This is an optimization exercise on Yosys and OpenROAD, whose aim is small area, a short achievable clock period and few clock cycles per item, not a production implementation.
In this exercise RTL edits were held to simulation tests only and were not proved equivalent to the original.

==> job 7204: inputs <==
==> flow/design.v <==
package idct_pkg;
	localparam int N = 8;
	localparam int BLOCK_SIZE = N * N;
	localparam int P1_PW = 27;
	localparam int P1_AW = 30;
	localparam int T_W = 22;
	localparam int P2_AW = 32;
	function automatic logic [7:0] clip(input logic [31:0] s);
		if (s[31]) begin
			clip = 8'd0;
		end else if (|s[30:24]) begin
			clip = 8'hff;
		end else begin
			clip = s[23:16];
		end
	endfunction
endpackage
module block_buffer (
	input logic Clock,
	input logic Resetn,
	input logic [15:0] coeff_in,
	input logic coeff_valid,
	output logic coeff_ready,
	output logic [8:0] pix_out,
	output logic pix_valid,
	input logic pix_ready,
	input logic take,
	output logic in_full,
	output logic [15:0] in_data,
	input logic push,
	input logic [8:0] push_data,
	output logic out_room
);
	logic [15:0] in_second;
	logic in_second_valid;
	logic ready_q;
	logic [8:0] second;
	logic second_valid;
	logic load;
	logic pop;
	assign coeff_ready = ready_q;
	assign load = coeff_valid & ~in_second_valid;
	assign pop = pix_valid & pix_ready;
	assign out_room = ~second_valid;
	always_ff @(posedge Clock) begin
		if (!in_full || take) begin
			if (in_second_valid) begin
				in_data <= in_second;
			end else begin
				in_data <= coeff_in;
			end
		end
		if (in_full && !take && !in_second_valid) begin
			in_second <= coeff_in;
		end
		if (!pix_valid || pop) begin
			if (second_valid) begin
				pix_out <= second;
			end else begin
				pix_out <= push_data;
			end
		end
		if (pix_valid && !pop && !second_valid) begin
			second <= push_data;
		end
	end
	always_ff @(posedge Clock or negedge Resetn) begin
		if (!Resetn) begin
			in_full <= 1'b0;
			in_second_valid <= 1'b0;
			ready_q <= 1'b1;
			pix_valid <= 1'b0;
			second_valid <= 1'b0;
		end else begin
			if (in_second_valid) begin
				if (take) begin
					in_second_valid <= 1'b0;
					ready_q <= 1'b1;
				end
			end else if (in_full) begin
				in_full <= load | ~take;
				in_second_valid <= load & ~take;
				ready_q <= ~(load & ~take);
			end else begin
				in_full <= load;
			end
			if (second_valid) begin
				if (pop) begin
					second_valid <= 1'b0;
				end
			end else if (pix_valid) begin
				second_valid <= push & ~pop;
				if (pop && !push) begin
					pix_valid <= 1'b0;
				end
			end else begin
				pix_valid <= push;
			end
		end
	end
endmodule
module transpose_ram #(
	parameter int W = 22,
	parameter int OFF = 0
) (
	input logic Clock,
	input logic Resetn,
	input logic en,
	input logic [5:0] idx,
	input logic [W-1:0] din,
	output logic [W-1:0] dout
);
	logic [W-1:0] s1;
	logic [W-1:0] s2;
	transpose_stage #(.W(W), .A(3), .B(0), .OFF(OFF)) u_s0 (
		.Clock(Clock), .Resetn(Resetn), .en(en), .idx(idx), .din(din), .dout(s1));
	transpose_stage #(.W(W), .A(4), .B(1), .OFF(OFF + 7)) u_s1 (
		.Clock(Clock), .Resetn(Resetn), .en(en), .idx(idx), .din(s1), .dout(s2));
	transpose_stage #(.W(W), .A(5), .B(2), .OFF(OFF + 21)) u_s2 (
		.Clock(Clock), .Resetn(Resetn), .en(en), .idx(idx), .din(s2), .dout(dout));
endmodule
module transpose_stage #(
	parameter int W = 22,
	parameter int A = 3,
	parameter int B = 0,
	parameter int OFF = 0
) (
	input logic Clock,
	input logic Resetn,
	input logic en,
	input logic [5:0] idx,
	input logic [W-1:0] din,
	output logic [W-1:0] dout
);
	localparam int D = (1 << A) - (1 << B);
	localparam logic [5:0] POS0 = 6'(64 - (OFF % 64));
	logic [W-1:0] dl [D];
	logic [5:0] pos_next;
	logic early;
	assign pos_next = idx + 6'd1 - 6'(OFF % 64);
	assign dout = early ? din : dl[D-1];
	always_ff @(posedge Clock or negedge Resetn) begin
		if (!Resetn) begin
			early <= POS0[A] & ~POS0[B];
		end else if (en) begin
			early <= pos_next[A] & ~pos_next[B];
		end
	end
	always_ff @(posedge Clock) begin
		if (en) begin
			dl[0] <= early ? dl[D-1] : din;
			for (int i = 1; i < D; i++) begin
				dl[i] <= dl[i-1];
			end
		end
	end
endmodule
module mac_datapath #(
	parameter int IW = 16,
	parameter int PW = 27,
	parameter int AW = 30
) (
	input logic Clock,
	input logic en,
	input logic [2:0] k,
	input logic signed [IW-1:0] x,
	output logic first,
	output logic [8*AW-1:0] acc_flat
);
	logic signed [PW-1:0] x1;
	logic signed [PW-1:0] r7, r9, r15, r63;
	logic signed [PW-1:0] s15, s25, s49, s306, s473, s569, s2009;
	logic signed [PW-1:0] p1448, p2009, p1703, p1138, p400, p1892, p784;
	logic signed [PW-1:0] pm [4];
	logic neg [4];
	logic signed [PW-1:0] pm_q [4];
	logic neg_q [4];
	logic [2:0] k1;
	logic [2:0] k2;
	logic odd_q;
	logic signed [AW-1:0] acc [8];
	assign x1 = PW'(x);
	always_ff @(posedge Clock) begin
		if (en) begin
			k1 <= k;
			r7 <= (x1 <<< 3) - x1;
			r9 <= (x1 <<< 3) + x1;
			r15 <= (x1 <<< 4) - x1;
			r63 <= (x1 <<< 6) - x1;
		end
	end
	always_ff @(posedge Clock) begin
		if (en) begin
			k2 <= k1;
			s15 <= r15;
			s25 <= (r9 <<< 1) + r7;
			s49 <= r63 - (r7 <<< 1);
			s306 <= (r9 <<< 5) + (r9 <<< 1);
			s473 <= (r15 <<< 5) - r7;
			s569 <= (r9 <<< 6) - r7;
			s2009 <= (r63 <<< 5) - r7;
		end
	end
	always_comb begin
		p1448 = ((s49 <<< 2) - s15) <<< 3;
		p1703 = s2009 - s306;
		p2009 = s2009;
		p1138 = s569 <<< 1;
		p400 = s25 <<< 4;
		p1892 = s473 <<< 2;
		p784 = s49 <<< 4;
	end
	always_comb begin
		case (k2)
			3'd0: begin
				pm[0] = p1448; pm[1] = p1448; pm[2] = p1448; pm[3] = p1448;
				neg[0] = 1'b0; neg[1] = 1'b0; neg[2] = 1'b0; neg[3] = 1'b0;
			end
			3'd1: begin
				pm[0] = p2009; pm[1] = p1703; pm[2] = p1138; pm[3] = p400;
				neg[0] = 1'b0; neg[1] = 1'b0; neg[2] = 1'b0; neg[3] = 1'b0;
			end
			3'd2: begin
				pm[0] = p1892; pm[1] = p784; pm[2] = p784; pm[3] = p1892;
				neg[0] = 1'b0; neg[1] = 1'b0; neg[2] = 1'b1; neg[3] = 1'b1;
			end
			3'd3: begin
				pm[0] = p1703; pm[1] = p400; pm[2] = p2009; pm[3] = p1138;
				neg[0] = 1'b0; neg[1] = 1'b1; neg[2] = 1'b1; neg[3] = 1'b1;
			end
			3'd4: begin
				pm[0] = p1448; pm[1] = p1448; pm[2] = p1448; pm[3] = p1448;
				neg[0] = 1'b0; neg[1] = 1'b1; neg[2] = 1'b1; neg[3] = 1'b0;
			end
			3'd5: begin
				pm[0] = p1138; pm[1] = p2009; pm[2] = p400; pm[3] = p1703;
				neg[0] = 1'b0; neg[1] = 1'b1; neg[2] = 1'b0; neg[3] = 1'b0;
			end
			3'd6: begin
				pm[0] = p784; pm[1] = p1892; pm[2] = p1892; pm[3] = p784;
				neg[0] = 1'b0; neg[1] = 1'b1; neg[2] = 1'b0; neg[3] = 1'b1;
			end
			default: begin
				pm[0] = p400; pm[1] = p1138; pm[2] = p1703; pm[3] = p2009;
				neg[0] = 1'b0; neg[1] = 1'b1; neg[2] = 1'b0; neg[3] = 1'b1;
			end
		endcase
	end
	always_ff @(posedge Clock) begin
		if (en) begin
			first <= (k2 == 3'd0);
			odd_q <= k2[0];
			for (int n = 0; n < 4; n++) begin
				pm_q[n] <= pm[n];
				neg_q[n] <= neg[n];
			end
		end
	end
	always_ff @(posedge Clock) begin
		if (en) begin
			for (int n = 0; n < 8; n++) begin
				logic signed [AW-1:0] base;
				logic signed [AW-1:0] term;
				logic sub;
				base = first ? '0 : acc[n];
				term = AW'(pm_q[(n < 4) ? n : 7 - n]);
				sub = neg_q[(n < 4) ? n : 7 - n] ^ ((n >= 4) & odd_q);
				acc[n] <= AW'(({base, 1'b1} + {term ^ {AW{sub}}, sub}) >> 1);
			end
		end
	end
	always_comb begin
		for (int n = 0; n < 8; n++) begin
			acc_flat[n * AW +: AW] = acc[n];
		end
	end
endmodule
module idct_sequencer #(
	parameter int LAT = 116
) (
	input logic Clock,
	input logic Resetn,
	input logic in_full,
	input logic out_room,
	output logic adv,
	output logic take,
	output logic [5:0] idx,
	output logic out_valid,
	output logic out_last
);
	localparam int Q = LAT / 64;
	localparam int R = LAT % 64;
	logic [Q+1:0] tags;
	logic first;
	logic in_ok;
	logic pending;
	logic real_slot;
	logic [5:0] out_pos;
	assign pending = |tags[Q:0];
	assign real_slot = first ? in_full : tags[0];
	assign in_ok = first ? (in_full | pending) : (~tags[0] | in_full);
	assign adv = out_room & in_ok;
	assign take = adv & real_slot;
	assign out_pos = idx - 6'(R);
	assign out_last = (out_pos == 6'd63);
	always_comb begin
		if (first) begin
			out_valid = tags[Q];
		end else if (idx < 6'(R)) begin
			out_valid = tags[Q+1];
		end else begin
			out_valid = tags[Q];
		end
	end
	always_ff @(posedge Clock or negedge Resetn) begin
		if (!Resetn) begin
			idx <= '0;
			first <= 1'b1;
			tags <= '0;
		end else if (adv) begin
			idx <= idx + 6'd1;
			first <= (idx == 6'd63);
			if (first) begin
				tags <= {tags[Q:0], in_full};
			end
		end
	end
endmodule
module idct_top (
	input logic Clock,
	input logic Resetn,
	input logic [15:0] coeff_in,
	input logic coeff_valid,
	output logic coeff_ready,
	output logic [8:0] pix_out,
	output logic pix_valid,
	input logic pix_ready
);
	localparam int AW1 = idct_pkg::P1_AW;
	localparam int AW2 = idct_pkg::P2_AW;
	localparam int TW = idct_pkg::T_W;
	localparam int LAT_A = 12;
	localparam int LAT_TR = 49;
	localparam int LAT_B = 12;
	localparam int POS_T = LAT_A;
	localparam int POS_B = POS_T + LAT_TR + 1;
	localparam int POS_P = POS_B + LAT_B;
	localparam int LAT = POS_P + LAT_TR;
	logic adv;
	logic take;
	logic [5:0] idx;
	logic out_valid;
	logic out_last;
	logic in_full;
	logic [15:0] in_data;
	logic out_room;
	logic [8*AW1-1:0] acc1;
	logic [8*AW2-1:0] acc2;
	logic [TW-1:0] sh1 [8];
	logic [7:0] sh2 [8];
	logic [TW-1:0] t_col;
	logic [TW-1:0] t_col_q;
	logic first1;
	logic first2;
	logic [7:0] pix_row;
	logic [2:0] k2;
	idct_sequencer #(.LAT(LAT)) u_sequencer (
		.Clock(Clock), .Resetn(Resetn), .in_full(in_full), .out_room(out_room),
		.adv(adv), .take(take), .idx(idx), .out_valid(out_valid), .out_last(out_last));
	block_buffer u_buffer (
		.Clock(Clock), .Resetn(Resetn), .coeff_in(coeff_in), .coeff_valid(coeff_valid),
		.coeff_ready(coeff_ready), .pix_out(pix_out), .pix_valid(pix_valid),
		.pix_ready(pix_ready), .take(take), .in_full(in_full), .in_data(in_data),
		.push(adv & out_valid), .push_data({pix_row, out_last}), .out_room(out_room));
	mac_datapath #(.IW(16), .PW(idct_pkg::P1_PW), .AW(AW1)) u_pass1 (
		.Clock(Clock), .en(adv), .k(idx[2:0]), .x(in_data), .first(first1), .acc_flat(acc1));
	always_ff @(posedge Clock) begin
		if (adv) begin
			for (int n = 0; n < 8; n++) begin
				if (first1) begin
					sh1[n] <= acc1[n * AW1 + 8 +: TW];
				end else if (n < 7) begin
					sh1[n] <= sh1[n + 1];
				end
			end
		end
	end
	transpose_ram #(.W(TW), .OFF(POS_T)) u_tram (
		.Clock(Clock), .Resetn(Resetn), .en(adv), .idx(idx), .din(sh1[0]), .dout(t_col));
	always_ff @(posedge Clock) begin
		if (adv) begin
			t_col_q <= t_col;
		end
	end
	assign k2 = 3'(idx - 6'(POS_B));
	mac_datapath #(.IW(TW), .PW(AW2), .AW(AW2)) u_pass2 (
		.Clock(Clock), .en(adv), .k(k2), .x(t_col_q), .first(first2), .acc_flat(acc2));
	always_ff @(posedge Clock) begin
		if (adv) begin
			for (int m = 0; m < 8; m++) begin
				if (first2) begin
					sh2[m] <= idct_pkg::clip(acc2[m * AW2 +: AW2]);
				end else if (m < 7) begin
					sh2[m] <= sh2[m + 1];
				end
			end
		end
	end
	transpose_ram #(.W(8), .OFF(POS_P)) u_pram (
		.Clock(Clock), .Resetn(Resetn), .en(adv), .idx(idx), .din(sh2[0]), .dout(pix_row));
endmodule
==> flow/run.sh <==
#!/bin/bash
# synth_recipe.tcl (not shown) runs the flow's synth.tcl, then flattens the netlist and writes it again
# the make line also repeats each setting of config.mk as NAME=value (left out here)
make -C /OpenROAD-flow-scripts/flow DESIGN_CONFIG=/design/flow/config.mk WORK_HOME=/design/flow/orfs CLKGATE_MAP_FILE= SYNTH_SCRIPT=/design/flow/synth_recipe.tcl finish
==> flow/config.mk <==
export PLATFORM = sky130hd
export DESIGN_NAME = idct_top
export DESIGN_NICKNAME = idct_top
export VERILOG_FILES = /design/flow/design.v
export SDC_FILE = /design/flow/constraint.sdc
export NUM_CORES = 4
export LEC_CHECK = 0
export CAP_MARGIN = 20
export CORE_MARGIN = 2
export CORE_UTILIZATION = 40
export SETUP_SLACK_MARGIN = 5
export SLEW_MARGIN = 20
==> flow/constraint.sdc <==
create_clock -name core_clock -period 12.0 [get_ports {Clock}]
set_input_delay 2.4000 -clock core_clock [delete_from_list [all_inputs] [get_ports {Clock}]]
set_output_delay 2.4000 -clock core_clock [all_outputs]
set_load 0.01 [all_outputs]
==> job 2342: changes against job 7204 <==
--- a/flow/design.v
+++ b/flow/design.v
@@ -26,22 +26,53 @@
 	input logic pix_ready,
 	input logic take,
 	output logic in_full,
+	output logic in_full_next,
 	output logic [15:0] in_data,
 	input logic push,
 	input logic [8:0] push_data,
-	output logic out_room
+	output logic out_room,
+	output logic room_next
 );
 	logic [15:0] in_second;
 	logic in_second_valid;
-	logic ready_q;
+	logic in_second_next;
 	logic [8:0] second;
+	logic out_valid;
+	logic out_valid_next;
 	logic second_valid;
+	logic second_next;
+	logic idle_q;
 	logic load;
 	logic pop;
+	logic ready_q;
 	assign coeff_ready = ready_q;
+	assign pix_valid = ~idle_q;
 	assign load = coeff_valid & ~in_second_valid;
-	assign pop = pix_valid & pix_ready;
+	assign pop = out_valid & pix_ready;
 	assign out_room = ~second_valid;
+	assign room_next = ~second_next;
+	always_comb begin
+		if (in_second_valid) begin
+			in_full_next = 1'b1;
+			in_second_next = ~take;
+		end else if (in_full) begin
+			in_full_next = load | ~take;
+			in_second_next = load & ~take;
+		end else begin
+			in_full_next = load;
+			in_second_next = 1'b0;
+		end
+		if (second_valid) begin
+			out_valid_next = 1'b1;
+			second_next = ~pop;
+		end else if (out_valid) begin
+			out_valid_next = ~pop | push;
+			second_next = push & ~pop;
+		end else begin
+			out_valid_next = push;
+			second_next = 1'b0;
+		end
+	end
 	always_ff @(posedge Clock) begin
 		if (!in_full || take) begin
 			if (in_second_valid) begin
@@ -53,14 +84,14 @@
 		if (in_full && !take && !in_second_valid) begin
 			in_second <= coeff_in;
 		end
-		if (!pix_valid || pop) begin
+		if (!out_valid || pop) begin
 			if (second_valid) begin
 				pix_out <= second;
 			end else begin
 				pix_out <= push_data;
 			end
 		end
-		if (pix_valid && !pop && !second_valid) begin
+		if (out_valid && !pop && !second_valid) begin
 			second <= push_data;
 		end
 	end
@@ -69,33 +100,16 @@
 			in_full <= 1'b0;
 			in_second_valid <= 1'b0;
 			ready_q <= 1'b1;
-			pix_valid <= 1'b0;
+			out_valid <= 1'b0;
+			idle_q <= 1'b1;
 			second_valid <= 1'b0;
 		end else begin
-			if (in_second_valid) begin
-				if (take) begin
-					in_second_valid <= 1'b0;
-					ready_q <= 1'b1;
-				end
-			end else if (in_full) begin
-				in_full <= load | ~take;
-				in_second_valid <= load & ~take;
-				ready_q <= ~(load & ~take);
-			end else begin
-				in_full <= load;
-			end
-			if (second_valid) begin
-				if (pop) begin
-					second_valid <= 1'b0;
-				end
-			end else if (pix_valid) begin
-				second_valid <= push & ~pop;
-				if (pop && !push) begin
-					pix_valid <= 1'b0;
-				end
-			end else begin
-				pix_valid <= push;
-			end
+			in_full <= in_full_next;
+			in_second_valid <= in_second_next;
+			ready_q <= ~in_second_next;
+			out_valid <= out_valid_next;
+			idle_q <= ~out_valid_next;
+			second_valid <= second_next;
 		end
 	end
 endmodule
@@ -174,10 +188,9 @@
 	logic signed [PW-1:0] pm [4];
 	logic neg [4];
 	logic signed [PW-1:0] pm_q [4];
-	logic neg_q [4];
+	logic [7:0] sub_q;
 	logic [2:0] k1;
 	logic [2:0] k2;
-	logic odd_q;
 	logic signed [AW-1:0] acc [8];
 	assign x1 = PW'(x);
 	always_ff @(posedge Clock) begin
@@ -249,10 +262,10 @@
 	always_ff @(posedge Clock) begin
 		if (en) begin
 			first <= (k2 == 3'd0);
-			odd_q <= k2[0];
 			for (int n = 0; n < 4; n++) begin
 				pm_q[n] <= pm[n];
-				neg_q[n] <= neg[n];
+				sub_q[n] <= neg[n];
+				sub_q[7 - n] <= neg[n] ^ k2[0];
 			end
 		end
 	end
@@ -261,11 +274,9 @@
 			for (int n = 0; n < 8; n++) begin
 				logic signed [AW-1:0] base;
 				logic signed [AW-1:0] term;
-				logic sub;
 				base = first ? '0 : acc[n];
 				term = AW'(pm_q[(n < 4) ? n : 7 - n]);
-				sub = neg_q[(n < 4) ? n : 7 - n] ^ ((n >= 4) & odd_q);
-				acc[n] <= AW'(({base, 1'b1} + {term ^ {AW{sub}}, sub}) >> 1);
+				acc[n] <= AW'(({base, 1'b1} + {term ^ {AW{sub_q[n]}}, sub_q[n]}) >> 1);
 			end
 		end
 	end
@@ -281,7 +292,9 @@
 	input logic Clock,
 	input logic Resetn,
 	input logic in_full,
+	input logic in_full_next,
 	input logic out_room,
+	input logic room_next,
 	output logic adv,
 	output logic take,
 	output logic [5:0] idx,
@@ -291,7 +304,10 @@
 	localparam int Q = LAT / 64;
 	localparam int R = LAT % 64;
 	logic [Q+1:0] tags;
+	logic [Q+1:0] tags_next;
 	logic first;
+	logic first_next;
+	logic adv_next;
 	logic in_ok;
 	logic pending;
 	logic real_slot;
@@ -299,7 +315,18 @@
 	assign pending = |tags[Q:0];
 	assign real_slot = first ? in_full : tags[0];
 	assign in_ok = first ? (in_full | pending) : (~tags[0] | in_full);
-	assign adv = out_room & in_ok;
+	always_comb begin
+		first_next = first;
+		tags_next = tags;
+		if (adv) begin
+			first_next = (idx == 6'd63);
+			if (first) begin
+				tags_next = {tags[Q:0], in_full};
+			end
+		end
+		adv_next = room_next & (first_next ? (in_full_next | (|tags_next[Q:0]))
+			: (~tags_next[0] | in_full_next));
+	end
 	assign take = adv & real_slot;
 	assign out_pos = idx - 6'(R);
 	assign out_last = (out_pos == 6'd63);
@@ -317,11 +344,13 @@
 			idx <= '0;
 			first <= 1'b1;
 			tags <= '0;
-		end else if (adv) begin
-			idx <= idx + 6'd1;
-			first <= (idx == 6'd63);
-			if (first) begin
-				tags <= {tags[Q:0], in_full};
+			adv <= 1'b0;
+		end else begin
+			adv <= adv_next;
+			first <= first_next;
+			tags <= tags_next;
+			if (adv) begin
+				idx <= idx + 6'd1;
 			end
 		end
 	end
@@ -354,6 +383,8 @@
 	logic in_full;
 	logic [15:0] in_data;
 	logic out_room;
+	logic in_full_next;
+	logic room_next;
 	logic [8*AW1-1:0] acc1;
 	logic [8*AW2-1:0] acc2;
 	logic [TW-1:0] sh1 [8];
@@ -365,13 +396,15 @@
 	logic [7:0] pix_row;
 	logic [2:0] k2;
 	idct_sequencer #(.LAT(LAT)) u_sequencer (
-		.Clock(Clock), .Resetn(Resetn), .in_full(in_full), .out_room(out_room),
+		.Clock(Clock), .Resetn(Resetn), .in_full(in_full), .in_full_next(in_full_next),
+		.out_room(out_room), .room_next(room_next),
 		.adv(adv), .take(take), .idx(idx), .out_valid(out_valid), .out_last(out_last));
 	block_buffer u_buffer (
 		.Clock(Clock), .Resetn(Resetn), .coeff_in(coeff_in), .coeff_valid(coeff_valid),
 		.coeff_ready(coeff_ready), .pix_out(pix_out), .pix_valid(pix_valid),
-		.pix_ready(pix_ready), .take(take), .in_full(in_full), .in_data(in_data),
-		.push(adv & out_valid), .push_data({pix_row, out_last}), .out_room(out_room));
+		.pix_ready(pix_ready), .take(take), .in_full(in_full), .in_full_next(in_full_next),
+		.in_data(in_data), .push(adv & out_valid), .push_data({pix_row, out_last}),
+		.out_room(out_room), .room_next(room_next));
 	mac_datapath #(.IW(16), .PW(idct_pkg::P1_PW), .AW(AW1)) u_pass1 (
 		.Clock(Clock), .en(adv), .k(idx[2:0]), .x(in_data), .first(first1), .acc_flat(acc1));
 	always_ff @(posedge Clock) begin
==> flow/flow/run.sh (new file) <==
#!/bin/bash
set -euo pipefail
bash standard.sh SETUP_SLACK_MARGIN=8 finish > flow.log 2>&1
==> flow/standard.sh (new file) <==
#!/bin/bash
# synth_recipe.tcl (not shown) runs the flow's synth.tcl, then flattens the netlist and writes it again
# the make line also repeats each setting of config.mk as NAME=value (left out here)
make -C /OpenROAD-flow-scripts/flow DESIGN_CONFIG=/design/flow/config.mk WORK_HOME=/design/flow/orfs CLKGATE_MAP_FILE= SYNTH_SCRIPT=/design/flow/synth_recipe.tcl "${@:-finish}"
SETUP_SLACK_MARGIN = default   (was 5)
removed: flow/run.sh
==> notes.md <==
| item | job 7204 | job 2342 |
|---|---|---|
| Status | complete, no violations | complete, no violations |
| Share of post-route cells with drive strength above 1 | 7.52% | 10.7% |
| Start point of the critical path | u_pass2.first$_DFFE_PP_ | u_pass2.s15[0]$_DFFE_PP_ |
| Tightest hold margin | 0.383 ns | 0.388 ns |
| Number of clock sinks | 3065 | 3073 |
| Fraction of synthesized area in multiplexers | 3.05% | 2.88% |
| WL/cell | 20.5 um | 21.6 um |
| Count of state elements after synthesis | 3065 | 3073 |
| Worst endpoint data arrival time | 6.24 ns | 4.67 ns |
| Met3 layer wire length in the routed design | 15700 um | 19000 um |
| Simple logic cell fraction of the synthesized area | 8.91% | 8.70% |
| Met2 Track Usage GR | 30.6% | 30.7% |
| XOR/XNOR Fraction of Synth Area | 7.44% | 7.48% |
| Drt pass-1 iters | 8 | 7 |
| RSZ-0062 raised after global routing | no | yes |
| PnR worst setup slack | 6.46 ns | 7.99 ns |
Testbench counts of job 7204, summed over its fixed seeds: cycles 5,104, blocks 64.
Testbench counts of job 2342, summed over its fixed seeds: cycles 5,104, blocks 64.

-- afterwards: timing with drivers on the ports --
How much do the figures lean on ideal ports? The routed layouts below were timed once more, with nothing changed but the port constraints.
Step 1: set_driving_cell puts a clkbuf_16 on Clock and a buf_2 on each other input, an assumption about the parent block.
Step 2 adds t to the input delays and takes it off the output delays; t is the mean of the earliest and latest rising clock arrival at the registers after step 1. Input paths then give back, and output paths get back, about the clock's delay inside the block.
Three values: ideal, step 1, step 2; two values: the first two.
| run | shift t [ns] | slack for setup (ns) | latest minus earliest clock arrival (ns) | worst slew at a driven data input, ns |
|---|---|---|---|---|
| job 7204 | 1.030 | 6.455 / 6.455 / 6.455 | 0.061 / 0.061 | 0.08 |
| job 2342 | 1.034 | 7.989 / 7.920 / 7.757 | 0.089 / 0.089 | 0.08 |
After both steps every run listed still meets setup and hold. For job 2342, which loses most, drivers alone change the setup slack by -0.069 ns; drivers and shift together by -0.232 ns.
